From an optimization exercise on the open Yosys and OpenROAD flow, aimed at small area, a short achievable clock period and few clock cycles per item; shortcuts taken in it are not production practice. The RTL was checked by simulation tests, not by an equivalence proof against the original design.

## flow/design.v (module list and top-level ports; edited modules follow where they fit)
// module vm_sm: 3 lines
// module vm_smn: 3 lines
// module vm_fa: 4 lines
// module vm_ha: 4 lines
// module vm_or: 3 lines
// module vm_inv: 3 lines
// module vm_x: 3 lines
// module vm_xn: 3 lines
// module vm_nand: 3 lines
// module vm_nor: 3 lines
// module vm_sel: 3 lines
// module vm_sel0: 3 lines
// module vm_aoi: 3 lines
// module vm_oai: 3 lines
// module vedic_mult_pipe: 5066 lines
module vedic_mult_pipe #(
    parameter int WIDTH = 32
) (
    input  logic              clk,
    input  logic              rst_n,
    input  logic              in_valid,
    output logic              in_ready,
    input  logic [WIDTH-1:0]  in_a,
    input  logic [WIDTH-1:0]  in_b,
    input  logic              in_signed,
    output logic              out_valid,
    input  logic              out_ready,
    output logic [2*WIDTH-1:0] out_p,
    output logic              busy
);
  // ...
==> flow/flow/run.sh <==
#!/bin/bash
# The standard layout (standard.sh), with two changes to how it is made:
# ports are buffered with buf_1, and ORFS's repair_timing aims for setup slack
# above zero (it repairs against the 11 ns clock the SDC gives).
export BUFFER_PORTS_ARGS="-buffer_cell sky130_fd_sc_hd__buf_1"
export SETUP_SLACK_MARGIN=7.5
bash standard.sh > standard.log 2>&1
==> flow/standard.sh <==
#!/bin/bash
# synth_recipe.tcl (not shown) runs the flow's synth.tcl, then flattens the netlist and writes it again
# the make line also repeats each setting of config.mk as NAME=value (left out here)
make -C /OpenROAD-flow-scripts/flow DESIGN_CONFIG=/design/flow/config.mk WORK_HOME=/design/flow/orfs CLKGATE_MAP_FILE= SYNTH_SCRIPT=/design/flow/synth_recipe.tcl "${@:-finish}"
==> flow/config.mk <==
export PLATFORM = sky130hd
export DESIGN_NAME = vedic_mult_pipe
export DESIGN_NICKNAME = vedic_mult_pipe
export VERILOG_FILES = /design/flow/design.v
export SDC_FILE = /design/flow/constraint.sdc
export NUM_CORES = 4
export LEC_CHECK = 0
export CAP_MARGIN = 20
export CORE_MARGIN = 2
export CORE_UTILIZATION = 60
export CTS_BUF_LIST = sky130_fd_sc_hd__clkbuf_8
export PLACE_DENSITY = 0.75
export SLEW_MARGIN = 20
export SYNTH_HIERARCHICAL = 1
export TNS_END_PERCENT = 0
==> flow/constraint.sdc <==
create_clock -name core_clock -period 11.0 [get_ports {clk}]
set_input_delay 2.2000 -clock core_clock [delete_from_list [all_inputs] [get_ports {clk}]]
set_output_delay 2.2000 -clock core_clock [all_outputs]
set_load 0.01 [all_outputs]
==> flow_summary_export.csv, run 1 <==
group,metric,value,unit
run_status,status,"timing/DRC/antenna clean",
logic_synthesis,synth_top_family_by_area,"adder cells",
worst_hold_path,hp-start,"v1",
logic_synthesis,synthXorXnorAreaFrac,0.1772,
floorplanning,tap_cells,756,
sta,post-route-period-util,0.3216,
cts,cts_setup_buffers,2,
logic_synthesis,seq_area_frac_synth,0.3349,
logic_synthesis,yosys.area_share.simple,0.04791,
placed_design,dp.cells,3839,
final_layout,seq_share,0.2960,
placed_design,place.gp.congestion,0.9986,
logic_synthesis,yosysUniqueCellTypes,23,
logic_synthesis,synth-compound-area-share,0.1434,
logic_synthesis,synthFlopType,"edfxtp_1",
final_layout,multi_input_area_share,0.5929,
routing,dr.pass1.iters,8,
floorplanning,die_x,243.3,microns
sta,fin_ws,7.462,ns
critical_path,rr_worst_depth,7,
logic_synthesis,yosys-mux-area-fraction,0.0006558,
grt,grt_max_degree,187,
final_layout,drive_gt1_frac,0.1118,
final_layout,area_growth,13.18,%
critical_path,cp_num_cells,7,
logic_synthesis,yosys-top-cells-count,"610 x xor2_1, 528 x o22ai_1, 470 x fa_1",
cts,postCtsHoldBufs,0,
critical_path,cp-endpoint,"cs1[95]",
final_layout,largest_register_ffs,168,
final_layout,buffers_excl_clock,233,
critical_path,cp.arrival,3.93,ns
placed_design,place.port_buffers,135,
critical_path,timing.rr.end,"cs1[95]",
grt,grt_overflow_total,0,
sta,worst_clock_skew,0.04464,ns
Testbench counts, summed over its fixed seeds: cycles 16,024, items 16,000.
==> run 2, diff against run 1 <==
--- a/flow/design.v
+++ b/flow/design.v
@@ -5098,13 +5098,13 @@
     always_ff @(posedge clk) begin
         if (adv) begin
             a0n    <= ~in_a;
             xa0n   <= ~(sgn & in_a[31]);
             bonen0 <= ~bone_d;
             btwon0 <= ~btwo_d[15:0];
             bneg0  <= bneg_d[15:0];
             cs1    <= cs_d;
-            pk     <= po_d;
         end
         if (ofree) po <= po_d;
+        pk <= po_d;
     end
 endmodule
==> flow/config.mk (replaced) <==
export PLATFORM = sky130hd
export DESIGN_NAME = vedic_mult_pipe
export DESIGN_NICKNAME = vedic_mult_pipe
export VERILOG_FILES = /design/flow/design.v
export SDC_FILE = /design/flow/constraint.sdc
export NUM_CORES = 4
export LEC_CHECK = 0
export CAP_MARGIN = 20
export CORE_MARGIN = 2
export CORE_UTILIZATION = 65
export CTS_BUF_LIST = sky130_fd_sc_hd__clkbuf_8
export PLACE_DENSITY = 0.85
export SLEW_MARGIN = 20
export SYNTH_HIERARCHICAL = 1
export TNS_END_PERCENT = 0
==> run 2 against run 1 <==
Still clean. Maximum frequency is 5.3% lower. Via count is 0.53% higher. Die area is 9.3% lower. Worst hold slack lost 0.065 ns. Count of clock-buffer cells in the layout increased by 5. Critical path depth unchanged. Design area down 4.1%. Wire length is 1.3% lower. Sequential share of layout area is 0.44 points lower. Final cell count is 1.9% lower. Highest routed layer unchanged.
==> flow_summary_export.csv, run 2 <==
group,metric,value,unit
run_status,status,"timing/DRC/antenna clean",
final_layout,drive_gt1_frac,0.08666,
placed_design,dp.cells,3763,
sta,fmax,267.8,MHz
sta,post-route-period-util,0.3395,
floorplanning,dieArea,53690,sq um
grt,grt_antenna_before_repair,2,
final_layout,final_cell_mix,"610 x xor2_1, 528 x o22ai_1, 470 x fa_1",
cts,path_clk_slew,0.06,ns
grt,grt_overflow_total,0,
logic_synthesis,synth_top_cell_by_area,"edfxtp_1",
sta,fin_ws,7.266,ns
logic_synthesis,synth_edf_count,314,
cts,clock_sinks,384,
floorplanning,start_util,0.6569,
critical_path,critPathKind,"reg2reg",
cts,clockBufferDepth,3,
final_layout,largest_register_ffs,168,
sta,slew_violations,0,
placed_design,place.port_buffers,135,
critical_path,crit_fanout,33,
cts,cts_made_buffers,67,
sta,relSlewSlack,0.3099,
cts,htree_levels,3,
final_layout,top_register,"cs1",
critical_path,required,11.36,ns
floorplanning,die_y,231.7,microns
logic_synthesis,postSynthCellCount,2852,
final_layout,fillers,3481,
sta,setup_viol,0,
final_layout,regArea,10860,sq um
sta,hold_violations,0,
final_layout,finalNonFillerCells,3895,
logic_synthesis,yosys-top-cells-area,"edfxtp_1 28%, fa_1 28%, xor2_1 16%, o22ai_1 9.8%, dfxtp_1 3.8%",
routing,drt-total-wl,115500,microns
grt,first_global_vias,28600,
logic_synthesis,yosysUniqueCellTypes,24,
routing,drt-initial-drc-count,4354,
worst_hold_path,hold_class,"reg2reg",
logic_synthesis,ys_async_sr_fraction,0.01563,
cts,cts_tree,"yes",
final_layout,area_growth,10.56,%
run,maxCapViolations,0,
logic_synthesis,yosys-top-cells-count,"610 x xor2_1, 528 x o22ai_1, 470 x fa_1",
routing,vias,27740,
logic_synthesis,synth_top_area_share,0.2798,
logic_synthesis,ys_ff_latch,384,
floorplanning,die_x,231.7,microns
grt,grtUsageTotal,0.4377,
routing,drc_errors,0,
placed_design,place.gp.congestion,1.016,
final_layout,top_regs,"cs1 x168, pk x64, po x64",
placed_design,hpwl,72190,microns
cts,insertion_delay,0.68,ns
sta,fin_tns_setup,0,ns
logic_synthesis,yosys_warnings,7,
logic_synthesis,avgSynthCellArea,11.82,sq um
placed_design,post-place-ws,7.307,ns
logic_synthesis,synthFlopType,"edfxtp_1",
sta,fin_crit,3.734,ns
routing,wl_per_cell,29.65,microns
grt,grt_max_degree,94,
final_layout,final_common_cell,"xor2_1",
routing,via_per_inst,7.122,
logic_synthesis,synth.cell_area,33700,sq um
critical_path,worst_setup_path_end_kind,"flop",
routing,postRouteAntennaNets,0,
floorplanning,core,51300,sq um
critical_path,cp-start-kind,"flop",
cts,cts_root_buf,"clkbuf_8",
floorplanning,top_level_ports,136,
sta,worst_clock_skew,0.03805,ns
final_layout,layout.nets,3735,
floorplanning,rows,83,
logic_synthesis,seq_area_frac_synth,0.3222,
final_layout,multiInputGateArea,22680,sq um
logic_synthesis,yosysMostFrequentCell,"xor2_1",
critical_path,cp.arrival,4.10,ns
sta,tightestPinTransition,1.035,ns
cts,postCtsHoldBufs,0,
routing,dr.pass1.iters,8,
sta,rsz0062_at_grt,"yes",
grt,grt_pass1_wl,172800,microns
[run 2: cell types whose count changed in the layout (fill, tap and decap cells not counted), sizes merged, moves of 2 or more]
| cell | change |
|---|---|
| clkinv | -4 |
| dfxtp | +64 |
| edfxtp | -64 |
| buf | +2 |
| inv | +5 |
| diode | +4 |
| clkbuf | -5 |
[run 2: Yosys stat by module, one instance, submodules excluded, excerpt]
module / cell area [sq um] / flops+latches / copies in the design / cells
vm_sel: 6.256 / 0 / 528 / 1
vm_ha: 12.51 / 0 / 41 / 1
vm_or: 6.256 / 0 / 16 / 1
vm_nor: 3.754 / 0 / 124 / 1
vedic_mult_pipe: 11470 / 384 / 1 / 493
vm_nand: 3.754 / 0 / 111 / 1
vm_x: 8.758 / 0 / 585 / 1
vm_aoi: 8.758 / 0 / 79 / 1
vm_smn: 17.52 / 0 / 25 / 3
vm_xn: 8.758 / 0 / 32 / 1
[run 2: final timing paths]
path / start / to / slack (ns) / depth (start not counted)
max: a0n[18] / cs1[55] / 7.27 / 7
min: pk[10] / pk[10] / 0.45 / 2
max reg2reg: a0n[18] / cs1[55] / 7.27 / 7
min reg2reg: pk[10] / pk[10] / 0.45 / 2
max in group asynchronous: rst_n / vk / 9.34 / 1
min in group asynchronous: rst_n / vo / 1.41 / 1
[run 2: through the flow]
stage               cell area, sq um  utilization  hold slack [ns]
CTS                            37190       0.7250           0.4526
floorplan                      33740            -           0.4257
global placement               35760       0.6970           0.4341
detailed placement             35760       0.6970           0.4434
global route                   37250       0.7260           0.4755
finish                         37260       0.7263           0.4473
[run 2: cell families (layout without fill, tap and decap cells)]
family	Yosys count	after routing	synth area share
muxes	2	2	0.0006682
buffers and inverters	63	410	0.007017
adders and majority gates	511	511	0.2944
other	1	17	0.0001113
and+or+nand+nor	403	403	0.04878
AOI/OAI and AO/OA	793	793	0.1462
DFF	384	384	0.3222
xor gates and xnor gates	695	695	0.1806
[run 2: critical path, cell delays in order (launching register included)]
cell,delay [ns]
edfxtp_1,0.32
buf_4,0.51
o22ai_1,0.21
xor2_1,0.20
fa_1,0.56
fa_1,0.54
fa_1,0.44
fa_1,0.63
[run 2: final cells by class]
type	instances	area share
diodes	7	0.0004701
clock buffers	73	0.02696
clock inverters	49	0.008294
flip-flops and latches	384	0.2916
well taps	680	0.02283
inverters	63	0.006447
repair buffers	225	0.03475
multi-input cells	2414	0.6087
[run 2: what timing repair did]
| action | CTS | global route |
|---|---|---|
| gates resized for setup | 30 | 11 |
| pin swaps | 1 | 0 |
| cloned | 0 | 0 |
| buffers inserted | 2 | 1 |
| endpoints found under the setup margin | 138 | 285 |
[run 2: metal layers]
metal / global-route usage / share of wire / vias to the layer above / routed length (microns)
li1: - / - / 10920 / -
met1: 0.5539 / 0.34 / 13190 / 39410
met2: 0.6306 / 0.42 / 2822 / 48600
met3: 0.1984 / 0.17 / 815 / 19440
met4: 0.2332 / 0.069 / 2 / 7915
met5: 0.01471 / 0.00094 / - / 108
Testbench counts of run 2, summed over its fixed seeds: cycles 16,024, items 16,000.
==> run 3, diff against run 2 <==
--- a/flow/config.mk
+++ b/flow/config.mk
@@ -7,9 +7,10 @@
 export LEC_CHECK = 0
 export CAP_MARGIN = 20
 export CORE_MARGIN = 2
-export CORE_UTILIZATION = 65
+export CORE_UTILIZATION = 60
 export CTS_BUF_LIST = sky130_fd_sc_hd__clkbuf_8
-export PLACE_DENSITY = 0.85
+export GPL_TIMING_DRIVEN = 1
+export PLACE_DENSITY = 0.75
 export SLEW_MARGIN = 20
 export SYNTH_HIERARCHICAL = 1
 export TNS_END_PERCENT = 0
==> run 3 against run 2 <==
Still clean. Sequential share of layout area shrank 0.44 points. Flip-flop and latch count unchanged. First-iteration DRC count decreased by 7.0%. Non-clock buffer count up 3. Final cell count rose by 1.8%. Via count is 0.90% lower.
==> flow_summary_export.csv, run 3 <==
group,metric,value,unit
logic_synthesis,yosys_warnings,7,
cts,insertion_delay,0.68,ns
logic_synthesis,yosys-top-cells-area,"edfxtp_1 28%, fa_1 28%, xor2_1 16%, o22ai_1 9.8%, dfxtp_1 3.8%",
logic_synthesis,avgSynthCellArea,11.82,sq um
critical_path,cp.arrival,4.00,ns
cts,htree_levels,3,
final_layout,final_cell_mix,"610 x xor2_1, 524 x o22ai_1, 466 x fa_1",
final_layout,largest_register_ffs,168,
logic_synthesis,yosysMostFrequentCell,"xor2_1",
logic_synthesis,synth.cell_area,33700,sq um
floorplanning,dieArea,58080,sq um
critical_path,cp_common_cell,"fa_1",
logic_synthesis,ys_async_sr_fraction,0.01563,
sta,fin_tns_setup,0,ns
sta,hold_violations,0,
final_layout,top_register,"cs1",
cts,cts_made_buffers,68,
floorplanning,core,55310,sq um
cts,cts_root_buf,"clkbuf_8",
critical_path,crit_fanout,17,
routing,drc_errors,0,
cts,clock_sinks,384,
sta,post-route-period-util,0.3300,
sta,fmax,275.5,MHz
sta,setup_viol,0,
placed_design,place.gp.congestion,0.9769,
sta,relSlewSlack,0.3722,
grt,grt_pass1_wl,174500,microns
final_layout,drive_gt1_frac,0.09807,
sta,tightestPinTransition,0.9416,ns
critical_path,cp_cell_sequence,"buf_12 -> o22ai_2 -> xor2_1 -> fa_1 -> fa_1 -> fa_1 -> ha_1 -> fa_1",
final_layout,final_area,37830,sq um
grt,grt_antenna_before_repair,5,
logic_synthesis,synth_edf_count,314,
critical_path,cp_slowest_cell,"fa_1",
logic_synthesis,synthFlopType,"edfxtp_1",
critical_path,path_buf_inv,1,
placed_design,place.port_buffers,135,
final_layout,fillers,4107,
cts,cts_tree,"yes",
routing,drt-initial-drc-count,4051,
critical_path,cpLargestDelayFamily,"adder cells",
critical_path,critPathKind,"reg2reg",
grt,grt_max_degree,83,
sta,fin_crit,3.630,ns
floorplanning,die_x,241.0,microns
logic_synthesis,postSynthCellCount,2852,
logic_synthesis,seq_area_frac_synth,0.3222,
placed_design,hpwl,72580,microns
routing,vias,27490,
cts,postCtsHoldBufs,0,
logic_synthesis,synth_top_area_share,0.2798,
floorplanning,die_y,241.0,microns
grt,first_global_vias,28680,
final_layout,top_regs,"cs1 x168, pk x64, po x64",
critical_path,cpPeakStageDelay,0.56,ns
placed_design,placed_area,35840,sq um
sta,rsz0062_at_grt,"yes",
routing,wl_per_cell,29.72,microns
floorplanning,rows,86,
floorplanning,top_level_ports,136,
routing,drt-total-wl,117900,microns
sta,slew_violations,0,
routing,dr.pass1.iters,9,
grt,grt_overflow_total,0,
routing,via_per_inst,6.930,
final_layout,area_growth,12.26,%
critical_path,required,11.37,ns
final_layout,final_common_cell,"xor2_1",
run_status,status,"timing/DRC/antenna clean",
run,maxCapViolations,0,
sta,worst_clock_skew,0.04308,ns
routing,postRouteAntennaNets,0,
logic_synthesis,synth_top_cell_by_area,"edfxtp_1",
final_layout,layout.nets,3739,
critical_path,worst_setup_path_end_kind,"flop",
cts,path_clk_slew,0.06,ns
logic_synthesis,yosys-top-cells-count,"610 x xor2_1, 528 x o22ai_1, 470 x fa_1",
critical_path,cp-start-kind,"flop",
grt,grtUsageTotal,0.4102,
logic_synthesis,ys_ff_latch,384,
floorplanning,start_util,0.6094,
worst_hold_path,hold_class,"reg2reg",
logic_synthesis,yosysUniqueCellTypes,24,
cts,clockBufferDepth,3,
[run 3: metal layers]
layer / vias to the layer above / share of wire / global-route usage
met5: - / 0.0022 / 0
met4: 8 / 0.058 / 0.2056
met3: 746 / 0.16 / 0.1902
met2: 2480 / 0.43 / 0.5997
met1: 13310 / 0.35 / 0.5138
li1: 10950 / - / -
[run 3: tightest hold or removal path: cells and delay by family, from the launching register on]
kind | cells | cell delay [ns]
AO/OA/AOI/OAI | 1 | 0.06
AND/OR/NAND/NOR | 1 | 0.04
flip-flops | 1 | 0.29
[run 3: logic make-up after synthesis]
group                      share of synthesized area
AOI/OAI and AO/OA                             0.1462
adders and majority gates                     0.2944
and+or+nand+nor                              0.04878
DFF                                           0.3222
buffers and inverters                       0.007017
xor gates and xnor gates                      0.1806
muxes                                      0.0006682
other                                      0.0001113
[run 3: per-module statistics from Yosys (local to each module, per instance), a selection]
module / flops+latches / cells
vm_inv: 0 / 1
vm_sm: 0 / 3
vm_sel0: 0 / 1
vm_fa: 0 / 1
vm_aoi: 0 / 1
vm_oai: 0 / 1
[run 3: worst paths after layout]
path                       endpoint  depth (start not counted)  slack (ns)     from
max                         cs1[68]                          8        7.37  a0n[26]
min                          pk[34]                          2        0.45   pk[34]
max reg2reg                 cs1[68]                          8        7.37  a0n[26]
min reg2reg                  pk[34]                          2        0.45   pk[34]
max in group asynchronous        vk                          1        9.36    rst_n
min in group asynchronous        vo                          1        1.39    rst_n
[run 3: area by class of cell]
cell class                 count  area, sq um  area share
clock buffer                  72        991.0     0.02619
sequential                   384        10860      0.2872
tap                          748        935.9     0.02474
antenna                        7        17.52   0.0004630
clock inverter                51        330.3    0.008731
timing repair buffer         228         1645     0.04349
inverter                      63        240.2    0.006350
multi-input combinational   2414        22810      0.6029
[run 3: timing repair]
item / CTS / global route
gates cloned: 0 / 1
endpoints found under the setup margin: 121 / 207
gates resized for setup: 36 / 145
pin swaps: 0 / 12
buffers inserted: 0 / 5
[run 3: through the flow]
step / instances / setup WS, ns / utilization / hold WS (ns)
floorplan: 2861 / 5.503 / - / 0.4257
global placement: 3831 / 7.250 / 0.6480 / 0.4339
detailed placement: 3831 / 7.263 / 0.6480 / 0.4442
CTS: 3954 / 7.354 / 0.6744 / 0.4530
finish: 3967 / 7.370 / 0.6841 / 0.4504
global route: 3961 / 7.342 / 0.6838 / 0.4725
==> run 4, diff against run 3 <==
--- a/flow/config.mk
+++ b/flow/config.mk
@@ -9,7 +9,6 @@
 export CORE_MARGIN = 2
 export CORE_UTILIZATION = 60
 export CTS_BUF_LIST = sky130_fd_sc_hd__clkbuf_8
-export GPL_TIMING_DRIVEN = 1
 export PLACE_DENSITY = 0.75
 export SLEW_MARGIN = 20
 export SYNTH_HIERARCHICAL = 1
==> run 4 against run 3 <==
Still clean on timing, DRC and antenna. Critical path depth unchanged. Flip-flop and latch count unchanged. Wire length unchanged. Via count unchanged. Design area unchanged.
==> flow_summary_export.csv, run 4 <==
group,metric,value,unit
run_status,status,"timing/DRC/antenna clean",
logic_synthesis,yosys.area_share.simple,0.04878,
grt,grt_pass1_wl,174500,microns
routing,dr.pass1.iters,9,
cts,cts_made_buffers,68,
critical_path,cpPeakStageDelay,0.56,ns
final_layout,final_common_cell,"xor2_1",
final_layout,area_growth,12.26,%
routing,via_per_inst,6.930,
logic_synthesis,avgSynthCellArea,11.82,sq um
logic_synthesis,yosysMostFrequentCell,"xor2_1",
critical_path,worst_setup_path_end_kind,"flop",
logic_synthesis,synth-compound-area-share,0.1462,
critical_path,r2r_start,"a0n[26]",
critical_path,cp_slowest_cell,"fa_1",
critical_path,rr_worst_depth,8,
logic_synthesis,ys_async_sr_fraction,0.01563,
sta,fmax,275.5,MHz
final_layout,final_cell_mix,"610 x xor2_1, 524 x o22ai_1, 466 x fa_1",
sta,hold_violations,0,
routing,drt-total-wl,117900,microns
routing,postRouteAntennaNets,0,
logic_synthesis,yosysUniqueCellTypes,24,
routing,drc_errors,0,
sta,fin_tns_setup,0,ns
critical_path,required,11.37,ns
placed_design,placed_area,35840,sq um
worst_hold_path,hold_class,"reg2reg",
logic_synthesis,seq_area_frac_synth,0.3222,
sta,setup_viol,0,
sta,post-route-period-util,0.3300,
logic_synthesis,postSynthCellCount,2852,
final_layout,finalNonFillerCells,3967,
logic_synthesis,synth.cell_area,33700,sq um
critical_path,cp_cell_sequence,"buf_12 -> o22ai_2 -> xor2_1 -> fa_1 -> fa_1 -> fa_1 -> ha_1 -> fa_1",
sta,worst_clock_skew,0.04308,ns
sta,tightestPinTransition,0.9416,ns
floorplanning,die_x,241.0,microns
logic_synthesis,synth_top_cell_by_area,"edfxtp_1",
placed_design,place.port_buffers,135,
grt,first_global_vias,28680,
logic_synthesis,yosys-top-cells-area,"edfxtp_1 28%, fa_1 28%, xor2_1 16%, o22ai_1 9.8%, dfxtp_1 3.8%",
sta,relSlewSlack,0.3722,
critical_path,cp-start-kind,"flop",
cts,cts_tree,"yes",
routing,drt-initial-drc-count,4051,
critical_path,critPathKind,"reg2reg",
logic_synthesis,synth_fa_ha_area_frac,0.2944,
logic_synthesis,yosys-top-cells-count,"610 x xor2_1, 528 x o22ai_1, 470 x fa_1",
logic_synthesis,synth_top_area_share,0.2798,
cts,clockBufferDepth,3,
grt,grtUsageTotal,0.4102,
final_layout,fin_util,0.6841,
critical_path,cp_common_cell,"fa_1",
placed_design,post-place-ws,7.263,ns
placed_design,dp.cells,3831,
logic_synthesis,synth_edf_count,314,
floorplanning,rows,86,
critical_path,ff2ff_setup_slack,7.37,ns
cts,insertion_delay,0.68,ns
critical_path,cp.arrival,4.00,ns
sta,slew_violations,0,
routing,vias,27490,
run,maxCapViolations,0,
cts,clock_sinks,384,
cts,postCtsHoldBufs,0,
sta,fin_crit,3.630,ns
logic_synthesis,synthXorXnorAreaFrac,0.1806,
worst_hold_path,hp-start,"pk[34]",
logic_synthesis,synthFlopType,"edfxtp_1",
final_layout,drive_gt1_frac,0.09807,
sta,hold_ws,0.4504,ns
sta,fin_ws,7.370,ns
floorplanning,start_util,0.6094,
floorplanning,die_y,241.0,microns
floorplanning,top_level_ports,136,
floorplanning,core,55310,sq um
critical_path,crit_fanout,17,
sta,rsz0062_at_grt,"yes",
floorplanning,dieArea,58080,sq um
logic_synthesis,yosys_warnings,7,
placed_design,hpwl,72580,microns
logic_synthesis,yosys-mux-area-fraction,0.0006683,
final_layout,final_area,37830,sq um
logic_synthesis,synth_top_family_by_area,"adder cells",
cts,path_clk_slew,0.06,ns
worst_hold_path,hold_end,"pk[34]",
grt,grt_antenna_before_repair,5,
final_layout,top_register,"cs1",
grt,grt_overflow_total,0,
cts,htree_levels,3,
critical_path,cpLargestDelayFamily,"adder cells",
placed_design,place.gp.congestion,0.9769,
logic_synthesis,ys_ff_latch,384,
final_layout,top_regs,"cs1 x168, pk x64, po x64",
final_layout,largest_register_ffs,168,
cts,cts_root_buf,"clkbuf_8",
grt,grt_max_degree,83,
worst_hold_path,holdPathStages,2,
routing,wl_per_cell,29.72,microns
critical_path,path_buf_inv,1,
critical_path,timing.rr.end,"cs1[68]",
final_layout,layout.nets,3739,
-- run 4: cell counts in the layout (fill, tap and decap cells not counted) --
No cell type changed its count.
-- run 4: worst min-delay path, delay by kind of cell (launching register included) --
kind / cells / cell delay, ns
AO/OA/AOI/OAI: 1 / 0.06
AND/OR/NAND/NOR: 1 / 0.04
flip-flops: 1 / 0.29
-- run 4: cell families (layout without fill, tap and decap cells) --
group	Yosys count	after routing
AOI/OAI and AO/OA	793	793
xor gates and xnor gates	695	695
adders and majority gates	511	511
buffers and inverters	63	414
DFF	384	384
muxes	2	2
other	1	17
and+or+nand+nor	403	403
-- run 4: per-module statistics from Yosys (local to each module, per instance), a selection --
module | cells inside | area (sq um) | copies in the design | flip-flops and latches
vm_smn | 3 | 17.52 | 25 | 0
vedic_mult_pipe | 493 | 11470 | 1 | 384
vm_fa | 1 | 20.02 | 470 | 0
vm_ha | 1 | 12.51 | 41 | 0
vm_x | 1 | 8.758 | 585 | 0
vm_sel | 1 | 6.256 | 528 | 0
-- run 4: final cells by class --
cell class                 instances  area [sq um]
antenna                            7         17.52
clock buffer                      72         991.0
clock inverter                    51         330.3
fill                            4107         17470
inverter                          63         240.2
multi-input combinational       2414         22810
sequential                       384         10860
tap                              748         935.9
timing repair buffer             228          1645
-- run 4: worst max-delay path by stage --
stage,start,slack (ns),to,cells past startpoint
final,a0n[26],7.37,cs1[68],8
after global routing,cs1[105],7.34,po[45],12
after CTS,bneg0[1],7.35,cs1[68],7
after detailed placement,a0n[28],7.26,cs1[68],8
after global placement,cs1[101],7.25,po[45],12
after floorplan,vk,5.50,a0n[0],1
-- run 4: per-layer routing --
metal / global-route usage / part of all wire / vias up
met5: 0 / 0.0022 / -
met4: 0.2056 / 0.058 / 8
met3: 0.1902 / 0.16 / 746
met2: 0.5997 / 0.43 / 2480
met1: 0.5138 / 0.35 / 13310
li1: - / - / 10950
-- run 4: what timing repair did --
| action | in CTS | in global routing |
|---|---|---|
| gates cloned | 0 | 1 |
| pin swaps | 0 | 12 |
| setup buffers | 0 | 5 |
| endpoints found under the setup margin | 121 | 207 |
| resized for setup | 36 | 145 |
==> run 5, diff against run 4 <==
--- a/flow/config.mk
+++ b/flow/config.mk
@@ -8,7 +8,7 @@
 export CAP_MARGIN = 20
 export CORE_MARGIN = 2
 export CORE_UTILIZATION = 60
-export CTS_BUF_LIST = sky130_fd_sc_hd__clkbuf_8
+export CTS_BUF_LIST = sky130_fd_sc_hd__clkbuf_4
 export PLACE_DENSITY = 0.75
 export SLEW_MARGIN = 20
 export SYNTH_HIERARCHICAL = 1
==> run 5 against run 4 <==
First-iteration DRC count up 0.57%. Die area unchanged. Largest cell class unchanged. Non-clock buffer count down 5. Maximum frequency down 3.7%. Worst hold slack better by 0.0013 ns. Still clean. Synthesized cell count unchanged.
==> flow_summary_export.csv, run 5 <==
group,metric,value,unit
final_layout,finalNonFillerCells,4013,
final_layout,final_cell_mix,"610 x xor2_1, 528 x o22ai_1, 469 x fa_1",
critical_path,critPathKind,"reg2reg",
critical_path,path_buf_inv,1,
logic_synthesis,synth_edf_count,314,
sta,tightestPinTransition,0.9350,ns
routing,via_per_inst,6.902,
logic_synthesis,synth_top_cell_by_area,"edfxtp_1",
critical_path,cpLargestDelayFamily,"adder cells",
floorplanning,top_level_ports,136,
cts,path_clk_slew,0.06,ns
logic_synthesis,synth_top_area_share,0.2798,
grt,grt_overflow_total,0,
logic_synthesis,yosysUniqueCellTypes,24,
routing,wl_per_cell,29.41,microns
grt,first_global_vias,29060,
sta,fin_crit,3.769,ns
critical_path,ff2ff_setup_slack,7.23,ns
logic_synthesis,ys_async_sr_fraction,0.01563,
cts,cts_root_buf,"clkbuf_4",
logic_synthesis,synthFlopType,"edfxtp_1",
final_layout,regArea,10860,sq um
routing,wl_met2,50670,microns
floorplanning,die_x,241.0,microns
routing,drc_errors,0,
critical_path,r2r_start,"a0n[19]",
worst_hold_path,holdPathStages,2,
final_layout,final_area,37450,sq um
sta,hold_violations,0,
logic_synthesis,synth.cell_area,33700,sq um
critical_path,required,11.59,ns
cts,clockBufferDepth,3,
final_layout,final_common_cell,"xor2_1",
critical_path,cp-start-kind,"flop",
critical_path,crit_fanout,33,
logic_synthesis,seq_area_frac_synth,0.3222,
worst_hold_path,hp-start,"pk[34]",
floorplanning,rows,86,
critical_path,startpoint,"a0n[19]",
final_layout,largest_register_ffs,168,
critical_path,cp_cell_sequence,"buf_4 -> o22ai_1 -> xor2_1 -> fa_1 -> fa_1 -> fa_1 -> ha_1 -> fa_1",
critical_path,cp_common_cell,"fa_1",
routing,dr.max_layer_used,"met5",
logic_synthesis,yosys-top-cells-area,"edfxtp_1 28%, fa_1 28%, xor2_1 16%, o22ai_1 9.8%, dfxtp_1 3.8%",
critical_path,cp.arrival,4.36,ns
logic_synthesis,avgSynthCellArea,11.82,sq um
logic_synthesis,ys_ff_latch,384,
routing,dr.pass1.iters,7,
logic_synthesis,postSynthCellCount,2852,
floorplanning,dieArea,58080,sq um
critical_path,rr_worst_depth,8,
routing,vias,27700,
placed_design,dp.cells,3831,
placed_design,place.gp.congestion,0.9769,
run_status,status,"timing/DRC/antenna clean",
cts,cts_made_buffers,99,
sta,post-route-period-util,0.3427,
cts,postCtsHoldBufs,0,
critical_path,timing.rr.end,"cs1[68]",
sta,worst_clock_skew,0.05739,ns
placed_design,place.port_buffers,135,
sta,fin_tns_setup,0,ns
cts,clock_sinks,384,
cts,htree_levels,3,
sta,fmax,265.3,MHz
routing,wl_met1,42010,microns
floorplanning,die_y,241.0,microns
placed_design,hpwl,72580,microns
sta,relSlewSlack,0.3767,
sta,setup_viol,0,
cts,cts_tree,"yes",
critical_path,worst_setup_path_end_kind,"flop",
sta,slew_violations,0,
routing,wl_met3,18600,microns
grt,grt_antenna_before_repair,4,
run,maxCapViolations,0,
floorplanning,start_util,0.6094,
worst_hold_path,hold_class,"reg2reg",
final_layout,fillers,4195,
placed_design,placed_area,35840,sq um
routing,drt-total-wl,118000,microns
grt,grt_max_degree,83,
grt,grt_pass1_wl,174600,microns
logic_synthesis,yosysMostFrequentCell,"xor2_1",
floorplanning,core,55310,sq um
sta,rsz0062_at_grt,"yes",
routing,drt-initial-drc-count,4074,
grt,grtUsageTotal,0.4100,
routing,postRouteAntennaNets,0,
logic_synthesis,yosys-top-cells-count,"610 x xor2_1, 528 x o22ai_1, 470 x fa_1",
critical_path,cp_slowest_cell,"buf_4",
critical_path,cpPeakStageDelay,0.53,ns
logic_synthesis,yosys_warnings,7,
final_layout,area_growth,11.11,%
final_layout,top_regs,"cs1 x168, pk x64, po x64",
worst_hold_path,hold_end,"pk[34]",
final_layout,drive_gt1_frac,0.1048,
final_layout,multiInputGateArea,22700,sq um
final_layout,layout.nets,3765,
cts,insertion_delay,0.88,ns
final_layout,top_register,"cs1",
run 5: cell families (layout without fill, tap and decap cells):
logic type                 after synthesis  after routing  share of synthesized area
adders and majority gates              511            511                     0.2944
DFF                                    384            384                     0.3222
muxes                                    2              2                  0.0006682
AOI/OAI and AO/OA                      793            793                     0.1462
buffers and inverters                   63            464                   0.007017
xor gates and xnor gates               695            695                     0.1806
and+or+nand+nor                        403            403                    0.04878
other                                    1             13                  0.0001113
run 5: worst max path at each step:
stage | slack, ns | cells after the start | endpoint
after detailed placement | 7.26 | 8 | cs1[68]
after global routing | 7.22 | 8 | cs1[75]
after floorplan | 5.50 | 1 | a0n[0]
after global placement | 7.25 | 12 | po[45]
after CTS | 7.25 | 1 | out_p[21]
final | 7.23 | 8 | cs1[68]
run 5: area by class of cell:
type / count / area share
clock inverters: 41 / 0.007451
multi-input cells: 2414 / 0.6063
clock buffers: 137 / 0.02747
flip-flops and latches: 384 / 0.2901
well taps: 748 / 0.02499
repair buffers: 223 / 0.03702
inverters: 63 / 0.006415
diodes: 3 / 0.0002005
run 5: metal layers:
metal  vias up  GRT usage
met5         -    0.01599
met3       697     0.1806
met2      2530     0.5995
met4         4     0.2095
li1      11050          -
met1     13420     0.5165
run 5: through the flow:
step	setup slack [ns]	util	hold WS (ns)
after detailed placement	7.263	0.6480	0.4442
after floorplan	5.503	-	0.4257
after CTS	7.245	0.6720	0.4541
after global placement	7.250	0.6480	0.4339
after global routing	7.222	0.6770	0.4732
final	7.231	0.6770	0.4517
run 5: Yosys stat by module, one instance, submodules excluded, a selection:
module / area (sq um) / flip-flops and latches / copies in the design
vm_fa: 20.02 / 0 / 470
vm_sm: 17.52 / 0 / 38
vm_xn: 8.758 / 0 / 32
vm_inv: 3.754 / 0 / 29
vedic_mult_pipe: 11470 / 384 / 1
vm_oai: 5.005 / 0 / 107
run 5: repair_timing:
action,in CTS,in global routing
pin swaps,0,3
setup buffers,0,1
endpoints found under the setup margin,208,280
gates resized for setup,4,72
run 5: worst reg2reg max path: cells and delay by family (launching register included):
family	cells	cell delay, ns
buf+inv	1	0.53
flops	1	0.32
fa+ha+maj	5	2.24
compound gates	1	0.21
xor+xnor	1	0.19
==> run 6, diff against run 5 <==
--- a/flow/config.mk
+++ b/flow/config.mk
@@ -8,7 +8,7 @@
 export CAP_MARGIN = 20
 export CORE_MARGIN = 2
 export CORE_UTILIZATION = 60
-export CTS_BUF_LIST = sky130_fd_sc_hd__clkbuf_4
+export CTS_BUF_LIST = sky130_fd_sc_hd__clkbuf_4 sky130_fd_sc_hd__clkbuf_8
 export PLACE_DENSITY = 0.75
 export SLEW_MARGIN = 20
 export SYNTH_HIERARCHICAL = 1
==> run 6 against run 5 <==
Flip-flop and latch count is the same. Area after synthesis did not move. Sequential share of layout area fell by 0.32 points. Final cell count down 1.2%. Register-to-register slack gained 0.14 ns. Critical path depth unchanged. Worst hold slack lost 0.0011 ns. Synthesized cell count stayed put. First-iteration DRC count increased by 0.76%. Maximum frequency rose by 3.9%. Core utilization grew 0.75 points. Largest cell class unchanged.
==> flow_summary_export.csv, run 6 <==
group,metric,value,unit
cts,path_clk_slew,0.06,ns
logic_synthesis,synth_fa_ha_area_frac,0.2944,
sta,relSlewSlack,0.3743,
grt,grt_pass1_wl,174600,microns
floorplanning,die_y,241.0,microns
logic_synthesis,yosysMostFrequentCell,"xor2_1",
floorplanning,die_x,241.0,microns
final_layout,layout.nets,3737,
critical_path,cp_common_cell,"fa_1",
logic_synthesis,yosys_warnings,7,
logic_synthesis,synth-compound-area-share,0.1462,
sta,fin_ws,7.371,ns
final_layout,drive_gt1_frac,0.1040,
final_layout,top_regs,"cs1 x168, pk x64, po x64",
sta,fin_crit,3.629,ns
logic_synthesis,synth.cell_area,33700,sq um
grt,first_global_vias,28640,
routing,drc_errors,0,
critical_path,cpPeakStageDelay,0.57,ns
sta,hold_violations,0,
sta,worst_clock_skew,0.04078,ns
final_layout,final_cell_mix,"610 x xor2_1, 524 x o22ai_1, 465 x fa_1",
grt,grtUsageTotal,0.4105,
cts,clockBufferDepth,3,
grt,grt_max_degree,83,
cts,cts_tree,"yes",
cts,cts_root_buf,"clkbuf_8",
critical_path,crit_fanout,33,
logic_synthesis,synth_edf_count,314,
cts,clock_sinks,384,
logic_synthesis,synthXorXnorAreaFrac,0.1806,
worst_hold_path,hp-start,"pk[6]",
critical_path,cp-start-kind,"flop",
cts,cts_made_buffers,68,
routing,wl_per_cell,29.70,microns
logic_synthesis,yosys-mux-area-fraction,0.0006683,
logic_synthesis,postSynthCellCount,2852,
logic_synthesis,synth_top_family_by_area,"adder cells",
critical_path,ff2ff_setup_slack,7.37,ns
routing,drt-total-wl,117700,microns
worst_hold_path,hold_end,"pk[6]",
logic_synthesis,yosysUniqueCellTypes,24,
logic_synthesis,avgSynthCellArea,11.82,sq um
final_layout,multiInputGateArea,22810,sq um
final_layout,largest_register_ffs,168,
critical_path,timing.rr.end,"cs1[110]",
floorplanning,start_util,0.6094,
placed_design,place.gp.congestion,0.9769,
logic_synthesis,ys_async_sr_fraction,0.01563,
worst_hold_path,hold_class,"reg2reg",
grt,grt_overflow_total,0,
final_layout,fillers,4090,
routing,vias,27610,
critical_path,required,11.37,ns
routing,drt-initial-drc-count,4105,
logic_synthesis,ys_ff_latch,384,
cts,htree_levels,3,
routing,postRouteAntennaNets,0,
floorplanning,rows,86,
critical_path,rr_worst_depth,8,
worst_hold_path,holdPathStages,2,
final_layout,final_common_cell,"xor2_1",
sta,tightestPinTransition,0.9386,ns
cts,insertion_delay,0.68,ns
critical_path,cp_slowest_cell,"fa_1",
logic_synthesis,yosys-top-cells-count,"610 x xor2_1, 528 x o22ai_1, 470 x fa_1",
sta,rsz0062_at_grt,"yes",
routing,via_per_inst,6.965,
sta,fmax,275.6,MHz
placed_design,post-place-ws,7.263,ns
critical_path,cp_cell_sequence,"clkbuf_8 -> o22ai_1 -> xor2_1 -> or2_1 -> fa_1 -> fa_1 -> fa_1 -> fa_1",
critical_path,cp.arrival,4.00,ns
final_layout,area_growth,12.34,%
logic_synthesis,yosys.area_share.simple,0.04878,
logic_synthesis,synth_top_area_share,0.2798,
sta,post-route-period-util,0.3299,
placed_design,place.port_buffers,135,
grt,grt_antenna_before_repair,4,
run_status,status,"timing/DRC/antenna clean",
sta,hold_ws,0.4506,ns
critical_path,worst_setup_path_end_kind,"flop",
floorplanning,dieArea,58080,sq um
logic_synthesis,yosys-top-cells-area,"edfxtp_1 28%, fa_1 28%, xor2_1 16%, o22ai_1 9.8%, dfxtp_1 3.8%",
sta,setup_viol,0,
routing,dr.pass1.iters,9,
floorplanning,top_level_ports,136,
sta,fin_tns_setup,0,ns
logic_synthesis,synth_top_cell_by_area,"edfxtp_1",
critical_path,critPathKind,"reg2reg",
final_layout,regArea,10860,sq um
logic_synthesis,synthFlopType,"edfxtp_1",
final_layout,top_register,"cs1",
sta,slew_violations,0,
placed_design,hpwl,72580,microns
logic_synthesis,seq_area_frac_synth,0.3222,
run,maxCapViolations,0,
floorplanning,core,55310,sq um
critical_path,r2r_start,"a0n[31]",
run 6: cell counts after synthesis:
No cell type changed its count.
run 6: kinds of logic after synthesis:
logic type,after synthesis
xor+xnor,695
compound gates,793
buf+inv,63
mux,2
other cells,1
flops,384
fa+ha+maj,511
simple gates,403
run 6: worst max path at each step:
stage / slack [ns] / startpoint / depth (start not counted) / to
after floorplan: 5.50 / vk / 1 / a0n[0]
after detailed placement: 7.26 / a0n[28] / 8 / cs1[68]
after global placement: 7.25 / cs1[101] / 12 / po[45]
after CTS: 7.34 / a0n[31] / 8 / cs1[110]
final: 7.37 / a0n[31] / 8 / cs1[110]
after global routing: 7.31 / a0n[11] / 8 / cs1[95]
run 6: layer usage:
layer	up-vias	part of all wire	track usage
li1	10950	-	-
met1	13360	0.36	0.5189
met2	2587	0.43	0.5936
met3	707	0.16	0.1922
met4	4	0.057	0.2050
met5	-	0.00083	0
run 6: final cells by class:
type | instances | share of cell area
Antenna cell | 6 | 0.0003965
Clock buffer | 92 | 0.03014
Clock inverter | 31 | 0.006741
Inverter | 63 | 0.006345
Multi-Input combinational cell | 2414 | 0.6025
Sequential cell | 384 | 0.2869
Tap cell | 748 | 0.02472
Timing Repair Buffer | 226 | 0.04223
run 6: Yosys stat by module, one instance, submodules excluded, excerpt:
module	cell area [sq um]	cells	copies in the design
vm_xn	8.758	1	32
vm_nand	3.754	1	111
vm_smn	17.52	3	25
vm_sel	6.256	1	528
vm_nor	3.754	1	124
vm_or	6.256	1	16
vm_oai	5.005	1	107
vedic_mult_pipe	11470	493	1
vm_sel0	3.754	1	48
vm_fa	20.02	1	470
vm_sm	17.52	3	38
run 6: critical path, delay by kind of cell, from the launching register on:
family / cells / cell delay (ns)
AND/OR/NAND/NOR: 1 / 0.29
AO/OA/AOI/OAI: 1 / 0.16
XOR/XNOR: 1 / 0.20
buffers and inverters: 1 / 0.33
flip-flops: 1 / 0.33
adder cells (fa/ha/maj): 4 / 1.99
run 6: per-stage QoR:
stage / cell area [sq um] / cells / util
floorplan: 33740 / 2861 / -
global placement: 35840 / 3831 / 0.6480
detailed placement: 35840 / 3831 / 0.6480
CTS: 37350 / 3954 / 0.6754
global route: 37850 / 3959 / 0.6844
finish: 37860 / 3964 / 0.6846
run 6: timing repair:
action | 4_1_cts | 5_1_grt
setup buffers | 0 | 4
pin swaps | 0 | 12
gates resized for setup | 30 | 144
setup endpoints to repair | 123 | 210
hold buffers | 0 | 0
==> run 7, diff against run 6 <==
--- a/flow/config.mk
+++ b/flow/config.mk
@@ -8,8 +8,8 @@
 export CAP_MARGIN = 20
 export CORE_MARGIN = 2
 export CORE_UTILIZATION = 60
-export CTS_BUF_LIST = sky130_fd_sc_hd__clkbuf_4 sky130_fd_sc_hd__clkbuf_8
+export CTS_BUF_LIST = sky130_fd_sc_hd__clkbuf_8
 export PLACE_DENSITY = 0.75
 export SLEW_MARGIN = 20
 export SYNTH_HIERARCHICAL = 1
-export TNS_END_PERCENT = 0
+export TNS_END_PERCENT = 10
==> run 7 against run 6 <==
Setup slack better by 0.032 ns. Die area unchanged. Worst hold slack got worse by 0.0018 ns. Global-route usage up 0.40 points. Clock skew down 0.0015 ns. Non-clock buffer count increased by 15. Critical endpoint is now cs1[68]. Count of clock-buffer cells in the layout fell by 20. Wire length increased by 1.5%. Maximum frequency is 0.89% higher. Synthesized cell count did not move. Design area grew 1.1%.
==> flow_summary_export.csv, run 7 <==
group,metric,value,unit
run_status,status,"timing/DRC/antenna clean",
critical_path,critPathKind,"reg2reg",
grt,grt_antenna_before_repair,4,
sta,fin_crit,3.597,ns
critical_path,path_buf_inv,1,
critical_path,timing.rr.end,"cs1[68]",
critical_path,ff2ff_setup_slack,7.40,ns
logic_synthesis,synth_top_area_share,0.2798,
placed_design,post-place-ws,7.263,ns
sta,rsz0062_at_grt,"yes",
grt,grt_use_met1,0.5205,
cts,insertion_delay,0.68,ns
critical_path,cpLargestDelayFamily,"adder cells",
worst_hold_path,hold_class,"reg2reg",
floorplanning,core,55310,sq um
logic_synthesis,synth_edf_count,314,
sta,hold_violations,0,
critical_path,cp_slowest_cell,"fa_1",
sta,relSlewSlack,0.3697,
floorplanning,rows,86,
logic_synthesis,synth_top_cell_by_area,"edfxtp_1",
sta,fin_ws,7.403,ns
logic_synthesis,synthFlopType,"edfxtp_1",
critical_path,cp-endpoint,"cs1[68]",
routing,dr.pass1.iters,8,
cts,path_clk_slew,0.06,ns
sta,fmax,278.0,MHz
final_layout,fillers,4049,
grt,grt_max_degree,83,
sta,post-route-period-util,0.3270,
logic_synthesis,yosysMostFrequentCell,"xor2_1",
logic_synthesis,postSynthCellCount,2852,
floorplanning,die_x,241.0,microns
grt,grt_overflow_total,0,
logic_synthesis,yosys-top-cells-area,"edfxtp_1 28%, fa_1 28%, xor2_1 16%, o22ai_1 9.8%, dfxtp_1 3.8%",
cts,clock_sinks,384,
grt,busiest_layer,"met2",
routing,via_per_inst,6.966,
placed_design,place.port_buffers,135,
logic_synthesis,ys_async_sr_fraction,0.01563,
floorplanning,dieArea,58080,sq um
sta,worst_clock_skew,0.03926,ns
critical_path,worst_setup_path_end_kind,"flop",
grt,grtUsageTotal,0.4145,
critical_path,startpoint,"a0n[23]",
final_layout,area_growth,13.60,%
routing,drt-initial-drc-count,4108,
run,maxCapViolations,0,
logic_synthesis,synth.cell_area,33700,sq um
critical_path,crit_fanout,33,
floorplanning,top_level_ports,136,
placed_design,hpwl,72580,microns
final_layout,drive_gt1_frac,0.1153,
sta,tightestPinTransition,0.9434,ns
placed_design,place.gp.congestion,0.9769,
floorplanning,start_util,0.6094,
critical_path,cpPeakStageDelay,0.55,ns
routing,drt-total-wl,119500,microns
logic_synthesis,yosys-top-cells-count,"610 x xor2_1, 528 x o22ai_1, 470 x fa_1",
final_layout,final_cell_mix,"608 x xor2_1, 519 x o22ai_1, 451 x fa_1",
logic_synthesis,yosys_warnings,7,
grt,grtUsageMet2,0.6020,
final_layout,top_register,"cs1",
routing,drc_errors,0,
critical_path,cp_common_cell,"fa_1",
critical_path,cp.arrival,3.97,ns
cts,clockBufferDepth,3,
sta,setup_viol,0,
grt,groute.layer.met3.usage,0.1960,
routing,wl_per_cell,30.05,microns
logic_synthesis,avgSynthCellArea,11.82,sq um
logic_synthesis,ys_ff_latch,384,
critical_path,cp_num_cells,8,
final_layout,top_regs,"cs1 x168, pk x64, po x64",
sta,fin_tns_setup,0,ns
sta,slew_violations,0,
cts,cts_tree,"yes",
logic_synthesis,yosysUniqueCellTypes,24,
routing,postRouteAntennaNets,0,
routing,vias,27700,
final_layout,largest_register_ffs,168,
critical_path,rr_worst_depth,8,
critical_path,cp-start-kind,"flop",
cts,cts_made_buffers,68,
final_layout,final_common_cell,"xor2_1",
cts,postCtsHoldBufs,0,
critical_path,cp_cell_sequence,"buf_8 -> o22ai_1 -> xor2_1 -> fa_1 -> fa_1 -> fa_1 -> ha_1 -> fa_1",
cts,cts_root_buf,"clkbuf_8",
floorplanning,die_y,241.0,microns
critical_path,r2r_start,"a0n[23]",
final_layout,layout.nets,3752,
grt,grt_pass1_wl,176000,microns
logic_synthesis,seq_area_frac_synth,0.3222,
critical_path,required,11.38,ns
cts,htree_levels,3,
grt,first_global_vias,28790,
## run 7: repair_timing
action | CTS | global route
endpoints found under the setup margin | 121 | 175
pin swaps | 4 | 21
cloned | 3 | 1
endpoints found under the hold margin | 0 | 0
buffers inserted | 9 | 6
resized for setup | 138 | 100
## run 7: metrics by stage
step / utilization / cells / area [sq um] / hold WS [ns]
after floorplan: - / 2861 / 33740 / 0.4257
after global placement: 0.6480 / 3831 / 35840 / 0.4339
after detailed placement: 0.6480 / 3831 / 35840 / 0.4442
after global routing: 0.6922 / 3974 / 38280 / 0.4725
after CTS: 0.6844 / 3966 / 37850 / 0.4530
final: 0.6922 / 3976 / 38290 / 0.4488
## run 7: cell type report
class,instances,area (sq um),share of cell area
clock inverters,51,330.3,0.008627
diodes,3,7.507,0.0001961
flip-flops and latches,384,10860,0.2838
repair buffers,241,1922,0.05020
multi-input cells,2414,23000,0.6006
well taps,748,935.9,0.02444
inverters,63,240.2,0.006275
clock buffers,72,991.0,0.02588
## run 7: worst reg2reg max path, delay by kind of cell (launching register included)
| kind | cells | cell delay [ns] |
|---|---|---|
| flops | 1 | 0.36 |
| compound gates | 1 | 0.18 |
| fa+ha+maj | 5 | 2.23 |
| buf+inv | 1 | 0.34 |
| xor+xnor | 1 | 0.18 |
## run 7: worst min-delay path by stage
stage | startpoint | endpoint | slack, ns | depth (start not counted)
6_report | pk[34] | pk[34] | 0.45 | 2
5_1_grt | pk[10] | pk[10] | 0.47 | 2
3_3_place_gp | pk[41] | pk[41] | 0.43 | 2
3_5_place_dp | pk[59] | pk[59] | 0.44 | 2
2_1_floorplan | pk[11] | pk[11] | 0.43 | 2
4_1_cts | pk[23] | pk[23] | 0.45 | 2
## run 7: cell families (layout without fill, tap and decap cells)
| logic type | count (synthesis) | after routing | synth area share |
|---|---|---|---|
| AO/OA/AOI/OAI | 793 | 793 | 0.1462 |
| adder cells (fa/ha/maj) | 511 | 511 | 0.2944 |
| flip-flops | 384 | 384 | 0.3222 |
| AND/OR/NAND/NOR | 403 | 403 | 0.04878 |
| XOR/XNOR | 695 | 695 | 0.1806 |
| multiplexers | 2 | 2 | 0.0006682 |
| other | 1 | 13 | 0.0001113 |
| buffers and inverters | 63 | 427 | 0.007017 |
## run 7: layer usage
| metal | share of wire | up-vias |
|---|---|---|
| met2 | 0.43 | 2563 |
| met4 | 0.058 | 4 |
| met1 | 0.35 | 13400 |
| li1 | - | 10970 |
| met5 | 0.00069 | - |
| met3 | 0.16 | 761 |
## run 7: Yosys stat by module (local to each module, per instance), excerpt
module / cells / area (sq um) / times used / flip-flops and latches
vm_sel: 1 / 6.256 / 528 / 0
vm_fa: 1 / 20.02 / 470 / 0
vm_smn: 3 / 17.52 / 25 / 0
vm_sm: 3 / 17.52 / 38 / 0
vm_ha: 1 / 12.51 / 41 / 0
vm_inv: 1 / 3.754 / 29 / 0
==> run 8, diff against run 7 <==
==> flow/flow/run.sh (replaced) <==
#!/bin/bash
# The standard layout (standard.sh), with two changes to how it is made:
# ports are buffered with buf_1, and ORFS's repair_timing aims for setup slack
# above zero (it repairs against the 11 ns clock the SDC gives).
export BUFFER_PORTS_ARGS="-buffer_cell sky130_fd_sc_hd__buf_1"
export SETUP_SLACK_MARGIN=7.42
bash standard.sh > standard.log 2>&1
--- a/flow/config.mk
+++ b/flow/config.mk
@@ -12,4 +12,4 @@
 export PLACE_DENSITY = 0.75
 export SLEW_MARGIN = 20
 export SYNTH_HIERARCHICAL = 1
-export TNS_END_PERCENT = 10
+export TNS_END_PERCENT = 0
==> run 8 against run 7 <==
Clock skew rose by 0.0038 ns. Register-to-register slack got worse by 0.03 ns. Design area down 1.2%. Flip-flop and latch count unchanged. Maximum frequency shrank 0.92%. Via count fell by 0.74%. Still clean on timing, DRC and antenna.
==> flow_summary_export.csv, run 8 <==
group,metric,value,unit
routing,dr.pass1.iters,9,
sta,fmax,275.5,MHz
logic_synthesis,ys_async_sr_fraction,0.01563,
final_layout,area_growth,12.26,%
cts,clock_sinks,384,
logic_synthesis,synth_top_family_by_area,"adder cells",
floorplanning,core,55310,sq um
placed_design,post-place-ws,7.263,ns
grt,grt_antenna_before_repair,5,
logic_synthesis,yosysUniqueCellTypes,24,
sta,relSlewSlack,0.3722,
sta,setup_viol,0,
floorplanning,dieArea,58080,sq um
routing,drt-initial-drc-count,4051,
critical_path,critPathKind,"reg2reg",
placed_design,dp.cells,3831,
logic_synthesis,avgSynthCellArea,11.82,sq um
cts,cts_made_buffers,68,
floorplanning,top_level_ports,136,
final_layout,top_regs,"cs1 x168, pk x64, po x64",
run,maxCapViolations,0,
routing,vias,27490,
logic_synthesis,yosys-top-cells-area,"edfxtp_1 28%, fa_1 28%, xor2_1 16%, o22ai_1 9.8%, dfxtp_1 3.8%",
critical_path,cpPeakStageDelay,0.56,ns
final_layout,finalNonFillerCells,3967,
sta,rsz0062_at_grt,"yes",
critical_path,timing.rr.end,"cs1[68]",
critical_path,r2r_start,"a0n[26]",
placed_design,hpwl,72580,microns
sta,worst_clock_skew,0.04308,ns
logic_synthesis,synth_fa_ha_area_frac,0.2944,
final_layout,top_register,"cs1",
cts,insertion_delay,0.68,ns
grt,grt_overflow_total,0,
critical_path,worst_setup_path_end_kind,"flop",
grt,grt_pass1_wl,174500,microns
routing,via_per_inst,6.930,
final_layout,final_area,37830,sq um
logic_synthesis,yosys_warnings,7,
run_status,status,"timing/DRC/antenna clean",
placed_design,place.port_buffers,135,
floorplanning,rows,86,
routing,drc_errors,0,
critical_path,required,11.37,ns
final_layout,largest_register_ffs,168,
logic_synthesis,synth.cell_area,33700,sq um
logic_synthesis,ys_ff_latch,384,
logic_synthesis,seq_area_frac_synth,0.3222,
logic_synthesis,yosysMostFrequentCell,"xor2_1",
logic_synthesis,synth_top_cell_by_area,"edfxtp_1",
logic_synthesis,synthXorXnorAreaFrac,0.1806,
final_layout,drive_gt1_frac,0.09807,
sta,tightestPinTransition,0.9416,ns
cts,cts_tree,"yes",
sta,post-route-period-util,0.3300,
routing,drt-total-wl,117900,microns
logic_synthesis,yosys.area_share.simple,0.04878,
final_layout,final_common_cell,"xor2_1",
sta,fin_crit,3.630,ns
grt,grt_max_degree,83,
critical_path,crit_fanout,17,
cts,path_clk_slew,0.06,ns
worst_hold_path,hp-start,"pk[34]",
worst_hold_path,hold_end,"pk[34]",
cts,cts_root_buf,"clkbuf_8",
floorplanning,start_util,0.6094,
critical_path,cp_common_cell,"fa_1",
logic_synthesis,synth_edf_count,314,
critical_path,cp-start-kind,"flop",
critical_path,cp_slowest_cell,"fa_1",
critical_path,cp_cell_sequence,"buf_12 -> o22ai_2 -> xor2_1 -> fa_1 -> fa_1 -> fa_1 -> ha_1 -> fa_1",
final_layout,final_cell_mix,"610 x xor2_1, 524 x o22ai_1, 466 x fa_1",
sta,hold_violations,0,
cts,clockBufferDepth,3,
logic_synthesis,synthFlopType,"edfxtp_1",
final_layout,fin_util,0.6841,
sta,fin_tns_setup,0,ns
placed_design,place.gp.congestion,0.9769,
critical_path,rr_worst_depth,8,
worst_hold_path,holdPathStages,2,
grt,first_global_vias,28680,
critical_path,cp.arrival,4.00,ns
cts,htree_levels,3,
routing,wl_per_cell,29.72,microns
logic_synthesis,yosys-mux-area-fraction,0.0006683,
sta,slew_violations,0,
logic_synthesis,synth-compound-area-share,0.1462,
grt,grtUsageTotal,0.4102,
sta,fin_ws,7.370,ns
floorplanning,die_x,241.0,microns
final_layout,layout.nets,3739,
logic_synthesis,yosys-top-cells-count,"610 x xor2_1, 528 x o22ai_1, 470 x fa_1",
routing,postRouteAntennaNets,0,
sta,hold_ws,0.4504,ns
logic_synthesis,postSynthCellCount,2852,
floorplanning,die_y,241.0,microns
placed_design,placed_area,35840,sq um
worst_hold_path,hold_class,"reg2reg",
critical_path,ff2ff_setup_slack,7.37,ns
logic_synthesis,synth_top_area_share,0.2798,
[run 8: worst max path at each step]
stage	start	end	slack [ns]
floorplan	vk	a0n[0]	5.50
global placement	cs1[101]	po[45]	7.25
detailed placement	a0n[28]	cs1[68]	7.26
CTS	bneg0[1]	cs1[68]	7.35
global route	cs1[105]	po[45]	7.34
finish	a0n[26]	cs1[68]	7.37
[run 8: area by class of cell]
class	instances	area, sq um
multi-input cells	2414	22810
clock buffers	72	991.0
fillers	4107	17470
well taps	748	935.9
inverters	63	240.2
repair buffers	228	1645
clock inverters	51	330.3
diodes	7	17.52
flip-flops and latches	384	10860
[run 8: what timing repair did]
item / in CTS / in global routing
pin swaps: 0 / 12
gates cloned: 0 / 1
hold buffers: 0 / 0
endpoints found under the setup margin: 92 / 131
resized for setup: 36 / 145
buffers inserted: 0 / 5
[run 8: worst max-delay path: cells and delay by family, from the launching register on]
family                   cells  cell delay (ns)
flip-flops                   1             0.43
XOR/XNOR                     1             0.26
AO/OA/AOI/OAI                1             0.19
buffers and inverters        1             0.20
adder cells (fa/ha/maj)      5             2.23
[run 8: cells by family (layout without fill, tap and decap cells)]
group                      after synthesis  after routing
xor gates and xnor gates               695            695
other                                    1             17
buffers and inverters                   63            414
DFF                                    384            384
adders and majority gates              511            511
muxes                                    2              2
AOI/OAI and AO/OA                      793            793
and+or+nand+nor                        403            403
[run 8: modules after synthesis (local to each module, per instance), excerpt]
module	times used	cell area, sq um	flops+latches	cells inside
vm_xn	32	8.758	0	1
vm_fa	470	20.02	0	1
vm_inv	29	3.754	0	1
vedic_mult_pipe	1	11470	384	493
vm_aoi	79	8.758	0	1
vm_nor	124	3.754	0	1
vm_oai	107	5.005	0	1
vm_sm	38	17.52	0	3
vm_ha	41	12.51	0	1
[run 8: routing by layer]
layer  part of all wire  wire, microns  vias up  global-route usage
met5             0.0022            257        -                   0
met4              0.058           6879        8              0.2056
met3               0.16          18640      746              0.1902
met2               0.43          50360     2480              0.5997
met1               0.35          41770    13310              0.5138
li1                   -              -    10950                   -

-- what the ideal ports hide --
The results above use ideal ports. As a check the final layouts listed here were re-extracted and re-timed, cells and wires unchanged.
Step 1 sets driving cells, clkbuf_16 on the clock port and buf_2 on the other inputs (assumed; they add their load-dependent delay and slew).
Step 2, shift: input delay + t, output delay - t, t = (earliest + latest rising clock arrival at the registers) / 2. This alone moves slack from input paths to output paths.
Three values: no drivers, after step 1, after step 2; two values: the first two.
run | t, ns | slack for setup (ns) | hold slack, ns | worst data-port slew with drivers (ns)
run 1 | 0.729 | 7.462 / 7.462 / 7.462 | 0.512 / 0.512 / 0.512 | 0.06
run 2 | 0.714 | 7.266 / 7.266 / 7.266 | 0.447 / 0.447 / 0.447 | 0.04
run 3 | 0.726 | 7.370 / 7.370 / 7.370 | 0.450 / 0.450 / 0.450 | 0.05
run 4 | 0.726 | 7.370 / 7.370 / 7.370 | 0.450 / 0.450 / 0.450 | 0.05
run 5 | 0.916 | 7.231 / 7.231 / 7.231 | 0.452 / 0.452 / 0.452 | 0.05
run 6 | 0.712 | 7.371 / 7.371 / 7.371 | 0.451 / 0.451 / 0.451 | 0.05
run 7 | 0.715 | 7.403 / 7.403 / 7.403 | 0.449 / 0.449 / 0.449 | 0.05
run 8 | 0.726 | 7.370 / 7.370 / 7.370 | 0.450 / 0.450 / 0.450 | 0.05
After both steps every run listed still meets setup and hold.
